Context: an optimization exercise on an open-source flow, tuned for small area. The choices shown serve that exercise and are no tape-out recipe. At most, simulation tests tie the RTL to the original design; equivalence was not proved. Power is estimated from default activity; no workload was simulated.

== red ==
## alu_seq
module alu_seq
#(
  parameter int XLEN = 64
) (
  input  logic            clk,
  input  logic            rst_n,
  input  logic            in_valid,
  output logic            in_ready,
  input  logic [diablo_alu_pkg::ALU_OP_W-1:0] in_op,
  input  logic [XLEN-1:0] in_a,
  input  logic [XLEN-1:0] in_b,
  output logic            out_valid,
  input  logic            out_ready,
  output logic [XLEN-1:0] out_result,
  output logic            out_err
);
  localparam int SHW = $clog2(XLEN);
  localparam logic [1:0] S_PRE = 2'd0, S_P0 = 2'd1, S_P1 = 2'd2, S_P2 = 2'd3;
  logic            r_ov;
  logic [1:0]      r_st;
  logic [SHW-1:0]  r_k;
  logic            r_abit;
  logic            r_lt;
  logic            r_pbit;
  logic [XLEN-1:0] r_acc;
  logic [XLEN-1:0] r_q;
  logic            r_psgn;
  logic            r_f1;
  logic            r_f2;
  logic [3:0]      r_op;
  logic            r_a63;
  logic            r_b63;
  diablo_alu_pkg::alu_op_e w_op;
  logic w_p0, w_p1, w_p2, w_first, w_lastk, w_last, w_done;
  logic w_add, w_sub_op, w_logic, w_shift, w_mul, w_cmp, w_isdiv, w_two;
  logic w_signed, w_rem, w_sa, w_bn, w_negq, w_e, w_e63, w_sub, w_bk, w_diff, w_lt, w_lbit;
  logic [SHW-1:0]  w_kn;
  logic            w_knl, w_hold;
  logic            w_bitin, w_yen, w_yinv, w_y64, w_cin;
  logic [XLEN:0]   w_sum;
  assign w_op     = diablo_alu_pkg::alu_op_e'(r_op);
  assign w_add    = (w_op == diablo_alu_pkg::ALU_ADD);
  assign w_sub_op = (w_op == diablo_alu_pkg::ALU_SUB);
  assign w_logic  = (w_op == diablo_alu_pkg::ALU_AND) || (w_op == diablo_alu_pkg::ALU_OR) ||
                    (w_op == diablo_alu_pkg::ALU_XOR);
  assign w_shift  = (w_op == diablo_alu_pkg::ALU_SLL) || (w_op == diablo_alu_pkg::ALU_SRL) ||
                    (w_op == diablo_alu_pkg::ALU_SRA);
  assign w_cmp    = (w_op == diablo_alu_pkg::ALU_SLT) || (w_op == diablo_alu_pkg::ALU_SLTU);
  assign w_mul    = (w_op == diablo_alu_pkg::ALU_MUL);
  assign w_isdiv  = diablo_alu_pkg::op_is_iter(w_op) && !w_mul;
  assign w_two    = w_logic || w_cmp || w_shift;
  assign w_signed = (w_op == diablo_alu_pkg::ALU_DIV) || (w_op == diablo_alu_pkg::ALU_REM);
  assign w_rem    = (w_op == diablo_alu_pkg::ALU_REM) || (w_op == diablo_alu_pkg::ALU_REMU);
  assign w_sa     = w_signed && r_a63;
  assign w_bn     = w_signed && r_b63;
  assign w_p0     = (r_st == S_P0);
  assign w_p1     = (r_st == S_P1);
  ...
For scale: roughly 650 cells after synthesis, ~150 flip-flops, ~200 I/O pins, roughly 8300 um^2 of cells after synthesis.
Settings: LEC_CHECK=0, CAP_MARGIN=20, CORE_MARGIN=2, CORE_UTILIZATION=40, SLEW_MARGIN=20, SYNTH_HIERARCHICAL=1; clock period 10.0 ns.
standard.sh (not shown) runs the stock make flow with config.mk's settings and CLKGATE_MAP_FILE= SYNTH_SCRIPT=/design/flow/synth_recipe.tcl, a recipe that flattens the netlist after the stock synthesis.
==> flow/flow/run.sh <==
#!/bin/bash
# Layout of alu_seq: the standard flow (standard.sh, all steps unchanged), with the port
# buffers that global placement inserts on every input and output made of the smallest buffer
# cell, sky130_fd_sc_hd__buf_1, in place of the flow's default choice. Each tool's output is kept
# in a log of its own here; ORFS also keeps per-step logs under orfs/logs.
set -euo pipefail
export BUFFER_PORTS_ARGS="-buffer_cell sky130_fd_sc_hd__buf_1"
export CTS_ARGS="-sink_clustering_enable -repair_clock_nets -dont_use_dummy_load -buf_list {sky130_fd_sc_hd__clkbuf_4 sky130_fd_sc_hd__clkbuf_8} -root_buf sky130_fd_sc_hd__clkbuf_8 -sink_clustering_size 12 -sink_clustering_max_diameter 60"
bash standard.sh > standard.log 2>&1
Input-level comparison between blue and red:
--- a/flow/design.v
+++ b/flow/design.v
@@ -314,23 +314,23 @@
   assign w_p1     = (r_st == S_P1);
   assign w_p2     = (r_st == S_P2);
   assign w_first  = (r_k == SHW'(XLEN-1));
   assign w_lastk  = (r_k == '0);
   assign w_last   = w_p2 || (w_p1 && w_two) || (w_p0 && !w_two && !w_isdiv);
   assign w_done   = w_last && w_lastk;
   assign in_ready = !r_ov && (w_done || !in_valid);
   assign out_valid  = r_ov;
   assign out_result = r_acc;
   assign out_err    = (r_op == 4'd15);
   assign w_kn  = (r_st == S_PRE) ? SHW'(XLEN-1) : (r_k - 1'b1);
-  assign w_knl = (r_st != S_PRE) && !w_lastk && (r_lt || (r_k == in_b[SHW-1:0]));
+  assign w_knl = (w_kn < in_b[SHW-1:0]);
   always_ff @(posedge clk) begin
     r_abit <= ((in_op == 4'd6 || in_op == 4'd7) && w_knl) ? ((in_op == 4'd7) && in_a[XLEN-1]) : in_a[w_kn];
     r_lt   <= w_knl;
   end
   assign w_bk   = r_acc[XLEN-1];
   always_comb begin
     case (w_op)
       diablo_alu_pkg::ALU_AND: w_lbit = r_abit & w_bk;
       diablo_alu_pkg::ALU_OR:  w_lbit = r_abit | w_bk;
       default:                 w_lbit = r_abit ^ w_bk;
     endcase
- Comparing blue and red, the lower length of routed met2 wiring is on blue.
- In blue, non-clock buffer count is lower than in red.
- Diff blue..red | mux contribution to synthesized area | negligible
- For the number of nets in the finished design, blue came in about 0.9% higher than red did.
- On blue: worst setup slack is 53 ps lower than what red gave.
- Number of global-route vias before repair (blue vs. red) decreases slightly

Setup of Q:
Another version of the RTL of alu_seq (not shown whole).
For scale: roughly 740 cells after synthesis, ~140 flip-flops, roughly 200 I/O pins, roughly 0.0087 mm2 of cells after synthesis.
export LEC_CHECK = 0
export CAP_MARGIN = 20
export CORE_MARGIN = 2
export CORE_UTILIZATION = 40
export SLEW_MARGIN = 20
export SYNTH_HIERARCHICAL = 1
create_clock -name core_clock -period 10.0 [get_ports {clk}]
Scripts as last shown in full above: flow/flow/run.sh
Q finished end to end and its layout was clean on timing, DRC and antenna.
The inputs of T differ from those of Q as listed below.
--- a/flow/design.v
+++ b/flow/design.v
@@ -329,27 +329,27 @@
   assign w_bk   = r_acc[XLEN-1];
   assign w_diff = r_abit ^ w_bk;
   always_comb begin
     case (w_op)
       diablo_alu_pkg::ALU_AND: w_lbit = r_abit & w_bk;
       diablo_alu_pkg::ALU_OR:  w_lbit = r_abit | w_bk;
       default:                 w_lbit = w_diff;
     endcase
   end
   assign w_lt = (r_f1 && !w_first) ? r_f2
               : (w_diff && ((w_first && w_op == diablo_alu_pkg::ALU_SLT) ? r_abit : w_bk));
   assign w_e63  = ((&r_acc) && r_psgn) || (r_f2 && r_pbit);
-  assign w_e    = w_sa && r_f2;
+  assign w_e    = w_sa && (w_first ? w_e63 : r_f2);
   assign w_negq = (w_sa ^ w_bn) && !r_f1;
-  assign w_sub  = w_p1 ? !r_psgn : (w_sa && r_psgn);
+  assign w_sub  = w_p1 ? !r_psgn : w_sa;
   always_comb begin
     w_bitin = 1'b0;
     w_yen   = 1'b0;
     w_yinv  = 1'b0;
     w_y64   = 1'b0;
     w_cin   = 1'b0;
     case (r_st)
       S_P0: begin
         if (w_add || w_sub_op || w_shift) w_bitin = r_abit;
         if (w_add || w_sub_op || w_logic || w_cmp) w_yen = w_lastk;
         if (w_sub_op) begin
           w_yinv = w_lastk;
@@ -365,28 +365,28 @@
           w_bitin = r_abit ^ w_sa;
           w_yen   = 1'b1;
           w_yinv  = w_sub ^ w_bn;
           w_cin   = w_sub ^ w_bn;
           w_y64   = w_sub;
         end
       end
       S_P2: begin
         if (!w_rem) begin
           w_bitin = r_q[XLEN-1] ^ w_negq;
           w_cin   = w_lastk && (w_e ^ w_negq);
         end else begin
-          w_bitin = r_acc[XLEN-1] ^ w_sa;
-          w_yen   = w_lastk && (w_e ^ r_psgn);
-          w_yinv  = w_lastk && (w_e ^ r_psgn) && (w_sub ^ w_bn);
-          w_cin   = w_lastk && (w_e ^ r_psgn) && (w_sub ^ w_bn);
+          w_bitin = !w_e && (r_acc[XLEN-1] ^ w_sa);
+          w_yen   = w_lastk && !w_e && r_psgn;
+          w_yinv  = w_lastk && !w_e && r_psgn && (w_sa ^ w_bn);
+          w_cin   = w_lastk && !w_e && r_psgn && (w_sa ^ w_bn);
         end
       end
       default: ;
     endcase
   end
   alu_muldiv_iter #(
     .XLEN (XLEN)
   ) u_dp (
     .i_acc  (r_acc),
     .i_bitin(w_bitin),
     .i_b    (in_b),
     .i_c1n  (!(w_yen ^ w_yinv)),
--- outcome ---
Re max-capacitance violation count: no difference whatsoever between T and Q.
Diff Q -> T: number of ordinary inverters in the final layout shows a reduction of 3, first-iteration DRC count went down by 36.
Of Q and T, the run reporting the lower met1 wire length was T.
Utilization delta for T relative to Q: 0.36 points higher
Going from Q to T, the worst-path maximum fanout was found to have gone down by 1.
When T is measured against Q, its non-clock buffer total of the final layout turns out 1.4% higher.
Against Q, internal power contribution in T fell slightly.
T and Q ended up with roughly the same clock network latency to the later pin of the worst-skew pair.
From Q to T the numbers moved as follows: synthesized cell count shows no meaningful change; final area held.
The RTL of Q was laid out without a check of its function.

## what the ideal ports hide
In the flow no input, the clock included, has a driving cell. The finished layouts below were timed again as built, in two steps. Step 1, drivers: a clkbuf_16 drives clk and a buf_2 each remaining input, both assumed. Step 2 times the ports against the registers' clock, not the clock port: input delays grow and output delays shrink by t, the midpoint of the rising clock arrivals with the driver on. Three values: no drivers, after step 1, after step 2; two values: the first two.
run | shift t [ns] | setup WS [ns] | latest minus earliest clock arrival (ns) | worst register clock-pin slew, ns | worst data-port slew with drivers (ns)
red | 0.474 | 0.537 / 0.537 / 0.307 | 0.022 / 0.022 | 0.08 / 0.08 | 0.10
blue | 0.458 | 0.484 / 0.484 / 0.378 | 0.025 / 0.025 | 0.08 / 0.08 | 0.06
Q | 0.461 | 0.564 / 0.565 / 0.105 | 0.025 / 0.025 | 0.08 / 0.08 | 0.07
T | 0.456 | 0.604 / 0.614 / 0.158 | 0.041 / 0.040 | 0.10 / 0.10 | 0.06
After both steps setup and hold are still met in every run listed. The setup slack of Q, which loses most, moves by +0.001 ns with the drivers and by -0.459 ns with both steps.
